Context: an optimization exercise on an open-source flow, tuned for small area. The choices shown serve that exercise and are no tape-out recipe.
In this exercise RTL edits were held to simulation tests only and were not proved equivalent to the original.
No activity file was given, so power comes from the tool's default toggle rates.

==> run a <==
Design ir_stage, start of the top module:
module ir_stage (
  input  logic               clk_i,
  input  logic               rst_ni,
  input  logic               ir_flush_i,
  input  ir_pkg::lane_mask_t us_valid_i,
  input  ir_pkg::pc_t        us_pc0_i,
  input  ir_pkg::pc_t        us_pc1_i,
  input  ir_pkg::instr_t     us_instr0_i,
  input  ir_pkg::instr_t     us_instr1_i,
  output ir_pkg::lane_mask_t ir_rdy_o,
  output ir_pkg::reg_addr_t  rf_raddr_p0_0_o,
  output ir_pkg::reg_addr_t  rf_raddr_p0_1_o,
  output ir_pkg::reg_addr_t  rf_raddr_p1_0_o,
  output ir_pkg::reg_addr_t  rf_raddr_p1_1_o,
  input  ir_pkg::xlen_t      rf_rdata_p0_0_i,
  input  ir_pkg::xlen_t      rf_rdata_p0_1_i,
  input  ir_pkg::xlen_t      rf_rdata_p1_0_i,
  input  ir_pkg::xlen_t      rf_rdata_p1_1_i,
  input  ir_pkg::reg_addr_t  rf_waddr0_i,
  input  ir_pkg::xlen_t      rf_wdata0_i,
  input  logic               rf_we0_i,
  input  ir_pkg::reg_addr_t  rf_waddr1_i,
  input  ir_pkg::xlen_t      rf_wdata1_i,
  input  logic               rf_we1_i,
  input  ir_pkg::reg_addr_t  rf_waddr2_i,
  input  ir_pkg::xlen_t      rf_wdata2_i,
  input  logic               rf_we2_i,
  input  ir_pkg::lane_mask_t ds_rdy_i,
  output ir_pkg::lane_mask_t ir_valid_o,
  output logic               ira_is0_o,
  output ir_pkg::pc_t        ira_pc_o,
  output ir_pkg::reg_addr_t  ira_rs1_o,
  output ir_pkg::reg_addr_t  ira_rs2_o,
  output ir_pkg::reg_addr_t  ira_rd_o,
  output logic               ira_rd_we_o,
  output ir_pkg::op_class_e  ira_class_o,
  output ir_pkg::pc_t        irb_pc_o,
  output ir_pkg::reg_addr_t  irb_rs1_o,
  output ir_pkg::reg_addr_t  irb_rs2_o,
  output ir_pkg::reg_addr_t  irb_rd_o,
  output logic               irb_rd_we_o,
  output ir_pkg::op_class_e  irb_class_o,
  output ir_pkg::xlen_t      ira_op0_o,
  output ir_pkg::xlen_t      ira_op1_o,
  output ir_pkg::xlen_t      irb_op0_o,
  output ir_pkg::xlen_t      irb_op1_o
);
Settings: LEC_CHECK=0, CAP_MARGIN=20, CORE_AREA=2 2 318 128, DIE_AREA=0 0 320 130, PLACE_DENSITY=0.6, SLEW_MARGIN=20; clock period 5.0 ns.
standard.sh (not shown) runs the stock make flow with config.mk's settings and CLKGATE_MAP_FILE= SYNTH_SCRIPT=/design/flow/synth_recipe.tcl, a recipe that flattens the netlist after the stock synthesis.
==> flow/flow/run.sh <==
#!/bin/bash
# The standard layout, with the port buffers buffer_ports inserts taken
# as sky130_fd_sc_hd__buf_1 instead of the cell it picks by default.
set -euo pipefail
export BUFFER_PORTS_ARGS="-buffer_cell sky130_fd_sc_hd__buf_1"
export CTS_ARGS="-sink_clustering_enable -repair_clock_nets -dont_use_dummy_load -buf_list sky130_fd_sc_hd__clkbuf_4 -root_buf sky130_fd_sc_hd__clkbuf_4 -sink_clustering_size 9 -sink_clustering_max_diameter 30"
bash standard.sh > standard.log 2>&1
==> run b: changes against run a <==
--- a/flow/design.v
+++ b/flow/design.v
@@ -199,72 +199,30 @@
       ld1_q <= 2'b10;
     end else begin
       kp_q  <= fv_d;
       ld0_q <= ~fv_d & {fwp_d, ~fwp_d};
       ld1_q <= ~fv_d & {~fwp_d, fwp_d};
     end
   end
-  logic [1:0] ov_d, ofree_q;
-  assign ov_d = ir_flush_i ? 2'b00 : (ov_q & ~take_e) | move_e;
-  always_ff @(posedge clk_i or negedge rst_ni) begin
-    if (!rst_ni) begin
-      ofree_q <= 2'b11;
-    end else begin
-      ofree_q <= ~ov_d;
-    end
-  end
   always_ff @(posedge clk_i) begin
     for (int e = 0; e < 2; e++) begin
       f_q[e] <= ({DW{ld0_q[e]}} & in0) | ({DW{ld1_q[e]}} & in1) | ({DW{kp_q[e]}} & f_q[e]);
     end
-    for (int e = 0; e < 2; e++) begin
-      o_q[e] <= ({DW{ofree_q[e]}} & f_q[e]) | ({DW{ov_q[e]}} & o_q[e]);
-    end
+    if (!ov_q[0]) o_q[0] <= f_q[0];
+    if (!ov_q[1]) o_q[1] <= f_q[1];
   end
   assign {ira_pc_o, ira_rs1_o, ira_rs2_o, ira_rd_o, ira_class_o} = o_q[0];
   assign {irb_pc_o, irb_rs1_o, irb_rs2_o, irb_rd_o, irb_class_o} = o_q[1];
   assign ira_rd_we_o = |ira_rd_o;
   assign irb_rd_we_o = |irb_rd_o;
-  logic [9:0] f_old, f_sec;
+  logic [9:0] f_old, f_sec, p0, p1;
   assign f_old = mp_q ? {f_q[1][DW-33 -: 10]} : {f_q[0][DW-33 -: 10]};
   assign f_sec = mp_q ? {f_q[0][DW-33 -: 10]} : {f_q[1][DW-33 -: 10]};
-  assign {rf_raddr_p0_0_o, rf_raddr_p0_1_o} = f_old;
-  assign {rf_raddr_p1_0_o, rf_raddr_p1_1_o} = f_sec;
-  logic [1:0]  cap0_q, cap1_q;
-  logic        mp_d;
-  assign mp_d = ~ir_flush_i & (mp_q ^ move_e[0] ^ move_e[1]);
-  always_ff @(posedge clk_i or negedge rst_ni) begin
-    if (!rst_ni) begin
-      cap0_q <= 2'b01;
-      cap1_q <= 2'b10;
-    end else begin
-      cap0_q <= ~ov_d & {mp_d, ~mp_d};
-      cap1_q <= ~ov_d & {~mp_d, mp_d};
-    end
-  end
-  ir_pkg::xlen_t op_q [2][2];
-  ir_pkg::xlen_t rdata [2][2];
-  assign rdata[0][0] = rf_rdata_p0_0_i;
-  assign rdata[0][1] = rf_rdata_p0_1_i;
-  assign rdata[1][0] = rf_rdata_p1_0_i;
-  assign rdata[1][1] = rf_rdata_p1_1_i;
-  always_ff @(posedge clk_i) begin
-    for (int e = 0; e < 2; e++) begin
-      for (int k = 0; k < 2; k++) begin
-        logic [4:0] addr;
-        logic       h2, h1, h0, n;
-        addr = ofree_q[e] ? f_q[e][DW-33-5*k -: 5] : o_q[e][DW-33-5*k -: 5];
-        h2   = rf_we2_i & (rf_waddr2_i == addr);
-        h1   = ~h2 & rf_we1_i & (rf_waddr1_i == addr);
-        h0   = ~h2 & ~h1 & rf_we0_i & (rf_waddr0_i == addr);
-        n    = ~(h2 | h1 | h0);
-        op_q[e][k] <= ({32{h2}} & rf_wdata2_i) | ({32{h1}} & rf_wdata1_i) | ({32{h0}} & rf_wdata0_i)
-                    | ({32{n & cap0_q[e]}} & rdata[0][k]) | ({32{n & cap1_q[e]}} & rdata[1][k])
-                    | ({32{n & ov_q[e]}} & op_q[e][k]);
-      end
-    end
-  end
-  assign ira_op0_o = op_q[0][0];
-  assign ira_op1_o = op_q[0][1];
-  assign irb_op0_o = op_q[1][0];
-  assign irb_op1_o = op_q[1][1];
+  assign p0    = &ov_q ? {ira_rs1_o, ira_rs2_o} : f_old;
+  assign p1    = ~|ov_q ? f_sec : (ov_q[1] ? {irb_rs1_o, irb_rs2_o} : {ira_rs1_o, ira_rs2_o});
+  assign {rf_raddr_p0_0_o, rf_raddr_p0_1_o} = p0;
+  assign {rf_raddr_p1_0_o, rf_raddr_p1_1_o} = p1;
+  assign ira_op0_o = ov_q[1] ? rf_rdata_p0_0_i : rf_rdata_p1_0_i;
+  assign ira_op1_o = ov_q[1] ? rf_rdata_p0_1_i : rf_rdata_p1_1_i;
+  assign irb_op0_o = rf_rdata_p1_0_i;
+  assign irb_op1_o = rf_rdata_p1_1_i;
 endmodule
==> flow/flow/run.sh (replaced) <==
#!/bin/bash
# The standard layout, with the port buffers buffer_ports inserts taken
# as sky130_fd_sc_hd__buf_1 instead of the cell it picks by default.
set -euo pipefail
export BUFFER_PORTS_ARGS="-buffer_cell sky130_fd_sc_hd__buf_1"
bash standard.sh > standard.log 2>&1
CORE_AREA = 2 2 318 88   (was 2 2 318 128)
DIE_AREA = 0 0 320 90   (was 0 0 320 130)
==> key figures <==
Cells and area
  • Final-stage net count: 1599
  • Top class by area: sequential cells

Timing
  • Final WS setup: 1.58 ns
  • Tmin final: 3.42 ns

Floorplanning
  • Cell Rows: 31

Outcome
  • Outcome: complete, no violations

Detailed routing
  • Met2 WL: 14.7 mm

Global routing
  • Grt met1 use: 25.2%

Synth
  • XOR/XNOR share of the synthesized area: 0.378%
  • Synth unique cells: 51

Critical path
  • Crit path arrival time: 2.42 ns

Power
  • Power in combinational cells: 1.42 mW
Source of the figures above: run b

==> key figures <==
Synth
  • XOR/XNOR share of the synthesized area: 3.39%
  • Synth unique cells: 48

Power
  • Power in combinational cells: 3.33 mW

Outcome
  • Outcome: complete, no violations

Detailed routing
  • Met2 WL: 33.2 mm

Cells and area
  • Top class by area: multi-input combinational cells
  • Final-stage net count: 2751

Timing
  • Tmin final: 4.07 ns

Floorplanning
  • Cell Rows: 46

Global routing
  • Grt met1 use: 43.5%
Source of the figures above: run a

[separate check: timing with driven ports]
Ports are ideal in the flow. The routed layouts listed here were re-timed in OpenROAD. Step 1 (the two cells are an assumption about what drives the block):
set clk [get_ports {clk_i}]
set_driving_cell -lib_cell sky130_fd_sc_hd__clkbuf_16 $clk
set_driving_cell -lib_cell sky130_fd_sc_hd__buf_2 [delete_from_list [all_inputs] $clk]
Step 2 also shifts input and output timing later by t, the mid clock arrival at the registers, as if the neighbouring blocks saw the same clock. Three values: no drivers, after step 1, after step 2; two values: the first two.
run	t (ns)	slack for setup (ns)	latest minus earliest clock arrival (ns)	worst data-port slew with drivers (ns)	cell pins on the clock port's net
run a	0.818	0.933 / 0.933 / 0.747	0.110 / 0.110	0.09	1
run b	0.524	1.580 / 1.540 / 2.064	0.018 / 0.018	0.09	1
After both steps every run listed still meets setup and hold. The setup slack of run a, which loses most, moves by 0.000 ns with the drivers and by -0.186 ns with both steps.
